Context: an optimization exercise on an open-source flow, tuned for small area, a short achievable clock period and few clock cycles per item. The choices shown serve that exercise and are no tape-out recipe.
At most, simulation tests tie the RTL to the original design; equivalence was not proved.
Power is estimated from default activity; no workload was simulated.

== exp/ember ==
Design TripleDesTop, start of the top module:
module TripleDesTop
(
  input logic HCLK,
  input logic HRESET,
  input logic HSEL,
  input logic [31:0] HADDR,
  input logic [1:0] HTRANS,
  input logic HWRITE,
  input logic [2:0] HSIZE,
  input logic [2:0] HBURST,
  input logic HMASTLOCK,
  input logic HREADY,
  input logic [63:0] HWDATA,
  output logic [63:0] HRDATA,
  output logic HREADYOUT,
  output logic HRESP
);
Size: about 4000 cells after synthesis, ~180 I/O pins, roughly 42000 sq um of cells after synthesis.
make LEC_CHECK=0 CAP_MARGIN=20 CORE_MARGIN=2 CORE_UTILIZATION=30 CTS_BUF_LIST=sky130_fd_sc_hd__clkbuf_8 SETUP_SLACK_MARGIN=3.3 SLEW_MARGIN=20 finish   # period 7.0 ns
run.sh (not shown) runs the stock make flow with config.mk's settings and CLKGATE_MAP_FILE= SYNTH_SCRIPT=/design/flow/synth_recipe.tcl, a recipe that flattens the netlist after the stock synthesis.
exp/ember finished all stages; the layout is clean.
Testbench counts of exp/ember, summed over its fixed seeds: cycles 8,400, items 320.
Input-level comparison between exp/delta and exp/ember:
# exp/ember
export LEC_CHECK = 0
export CAP_MARGIN = 20
export CORE_MARGIN = 2
export CORE_UTILIZATION = 30
export CTS_BUF_LIST = sky130_fd_sc_hd__clkbuf_8
export SETUP_SLACK_MARGIN = 3.3
export SLEW_MARGIN = 20
create_clock -name core_clock -period 7.0 [get_ports {HCLK}]
# exp/delta
export LEC_CHECK = 0
export CAP_MARGIN = 20
export CORE_MARGIN = 2
export CORE_UTILIZATION = 30
export SETUP_SLACK_MARGIN = 4.0
export SLEW_MARGIN = 20
create_clock -name core_clock -period 7.0 [get_ports {HCLK}]
Results
The flow did not stop early for exp/delta: all stages ran, and the layout cleared the timing, design-rule and antenna checks. NOTE: post-route clock period utilization in exp/delta falls short of that of exp/ember. Any difference in required time of the critical path between exp/ember and exp/delta is small enough to ignore. Of exp/ember and exp/delta, exp/ember shows the lower power, with exp/delta above it.
For exp/indigo, these inputs were changed with respect to exp/delta:
# exp/delta
export LEC_CHECK = 0
export CAP_MARGIN = 20
export CORE_MARGIN = 2
export CORE_UTILIZATION = 30
export SETUP_SLACK_MARGIN = 4.0
export SLEW_MARGIN = 20
create_clock -name core_clock -period 7.0 [get_ports {HCLK}]
# exp/indigo
export LEC_CHECK = 0
export CAP_MARGIN = 20
export CORE_MARGIN = 2
export CORE_UTILIZATION = 30
export SETUP_SLACK_MARGIN = 3.3
export SLEW_MARGIN = 20
create_clock -name core_clock -period 7.0 [get_ports {HCLK}]
## What came out
- exp/indigo | stages: all done | timing, DRC, antenna: all pass
- Compared with exp/delta, in exp/indigo clock network contribution to total cell area increased 0.20 points, fraction of the mapped netlist area in adder cells essentially unchanged, pin count of the biggest net entering global routing moved up.
- Launching element of the worst setup path = sequencer.engine0.data[28]: exp/indigo; launching element of the worst setup path = sequencer.engine1.data[7]: exp/delta

========
== job 7430 ==
Starting RTL as in the previous note.
clock: 7.0 ns
lec_check: 0
cap_margin: 20
core_margin: 2
core_utilization: 30
cts_buf_list: sky130_fd_sc_hd__clkbuf_8
setup_slack_margin: 4
slew_margin: 20
Testbench counts of job 7430, summed over its fixed seeds: cycles 8,400, items 320.
Inputs modified between job 7430 and job 1840:
-- flow/config.mk --
<<< job 7430, line 9
export CORE_MARGIN = 2
export CORE_UTILIZATION = 30
export CTS_BUF_LIST = sky130_fd_sc_hd__clkbuf_8
export SETUP_SLACK_MARGIN = 4
export SLEW_MARGIN = 20
>>> job 1840, line 9
export CORE_MARGIN = 2
export CORE_UTILIZATION = 30
export SETUP_SLACK_MARGIN = 5
export SLEW_MARGIN = 20
==> comparison <==
Between job 7430 and job 1840, the flow reports global-route wire length before repair increasing by more than 10%. Max non-clock buffer count across job 7430 and job 1840: job 1840. In job 1840 relative to job 7430, total power after layout had gone up by a little under 10%.
[inputs] job 7653 vs job 1840
==> flow/config.mk <==
export PLATFORM = sky130hd
export DESIGN_NAME = TripleDesTop
export DESIGN_NICKNAME = TripleDesTop
export VERILOG_FILES = /design/flow/design.v
export SDC_FILE = /design/flow/constraint.sdc
export NUM_CORES = 4
export LEC_CHECK = 0
export ABC_AREA = 1
export CAP_MARGIN = 20
export CORE_MARGIN = 2
export CORE_UTILIZATION = 30
export CTS_BUF_LIST = sky130_fd_sc_hd__clkbuf_8
export SETUP_SLACK_MARGIN = 4
export SLEW_MARGIN = 20
Notes after the runs:
Layout overhead on the synthesized area: job 7653 and job 1840 compared, higher one is job 1840
When job 7653 is set beside job 1840, its first-pass detailed-route iteration total turns out to be 1 smaller.
Job 7653 reports its combinational family with the most area after synthesis as simple AND/OR/NAND/NOR gates while job 1840 reports compound AO/OA/AOI/OAI gates.
Top power group = registers: job 7653; top power group = the clock network: job 1840
Changes observed in job 7653 relative to job 1840: total chip power went down about 7%; post-synthesis adder-cell area fraction held.
Job 7653 vs. job 1840: starting density of the core stayed essentially flat; clock power now smaller; peak supply drop went down by 25%.

========
TripleDesTop, a different RTL version from the one above (not shown whole).
For scale: about 4,700 cells after synthesis, about 180 I/O pins.
// TripleDesTop
module TripleDesTop
(
  input logic HCLK,
  input logic HRESET,
  input logic HSEL,
  input logic [31:0] HADDR,
  input logic [1:0] HTRANS,
  input logic HWRITE,
  input logic [2:0] HSIZE,
  input logic [2:0] HBURST,
  input logic HMASTLOCK,
  input logic HREADY,
  input logic [63:0] HWDATA,
  output logic [63:0] HRDATA,
  output logic HREADYOUT,
  output logic HRESP
);
  logic reqValid;
  logic reqNext;
  logic reqDir;
  logic [63:0] reqKey1;
  logic [63:0] reqKey2;
  logic [63:0] reqKey3;
  logic [2:0] keyBusy;
  logic [2:0] keyBusyNext;
  logic resultValidNext;
  logic resultDone;
  logic resultValid;
  logic resultNext;
  logic [63:0] result0;
  logic [63:0] result1;
  AhbSlaveController controller
  (
    .HCLK(HCLK),
    .HRESET(HRESET),
    .HSEL(HSEL),
    .HADDR(HADDR),
    .HTRANS(HTRANS),
    .HWRITE(HWRITE),
    .HSIZE(HSIZE),
    .HBURST(HBURST),
    .HMASTLOCK(HMASTLOCK),
    .HREADY(HREADY),
    .HWDATA(HWDATA),
    .HRDATA(HRDATA),
  ...
export LEC_CHECK = 0
export CAP_MARGIN = 20
export CORE_MARGIN = 2
export CORE_UTILIZATION = 30
export SLEW_MARGIN = 20
create_clock -name core_clock -period 7.0 [get_ports {HCLK}]
Edit:
--- a/flow/config.mk
+++ b/flow/config.mk
@@ -9,3 +9,4 @@
 export CORE_MARGIN = 2
 export CORE_UTILIZATION = 30
+export SETUP_SLACK_MARGIN = 3.3
 export SLEW_MARGIN = 20
Effect: Combinational power came out higher by 34%. Total power came out higher by 1.7%. Routed wire length came out higher by 6.7%. Clock power is about the same.
No run of this note included a check of the RTL's function; only the layout flow was run.

-- what the ideal ports hide --
In the flow no input, the clock included, has a driving cell. The finished layouts below were timed again as built, in two steps. Step 1 assumes that a clkbuf_16 drives the clock port and a buf_2 every other input. Step 2 also shifts input and output timing later by t, the mid clock arrival at the registers, as if the neighbouring blocks saw the same clock. Slacks: ideal ports / drivers / drivers and shift; pairs: ideal ports / drivers.
run | shift t [ns] | slack for setup (ns) | clock arrival spread, ns | worst register clock-pin slew, ns
exp/ember | 0.869 | 3.347 / 3.347 / 3.027 | 0.052 / 0.052 | 0.08 / 0.08
exp/delta | 0.738 | 3.935 / 3.935 / 3.369 | 0.039 / 0.039 | 0.07 / 0.07
exp/indigo | 0.722 | 3.391 / 3.391 / 3.042 | 0.023 / 0.023 | 0.07 / 0.07
job 7430 | 0.891 | 4.007 / 3.963 / 3.349 | 0.039 / 0.039 | 0.07 / 0.07
job 1840 | 0.781 | 3.930 / 3.930 / 3.916 | 0.053 / 0.052 | 0.07 / 0.07
job 7653 | 0.908 | 3.985 / 3.985 / 3.682 | 0.069 / 0.069 | 0.09 / 0.09
the first run of note 3 | 0.740 | 2.146 / 2.074 / 2.813 | 0.041 / 0.041 | 0.07 / 0.07
the second run of note 3 | 0.744 | 3.103 / 3.029 / 3.140 | 0.044 / 0.044 | 0.07 / 0.07
After both steps every run listed still meets setup and hold. The setup slack of job 7430, which loses most, moves by -0.044 ns with the drivers and by -0.658 ns with both steps.
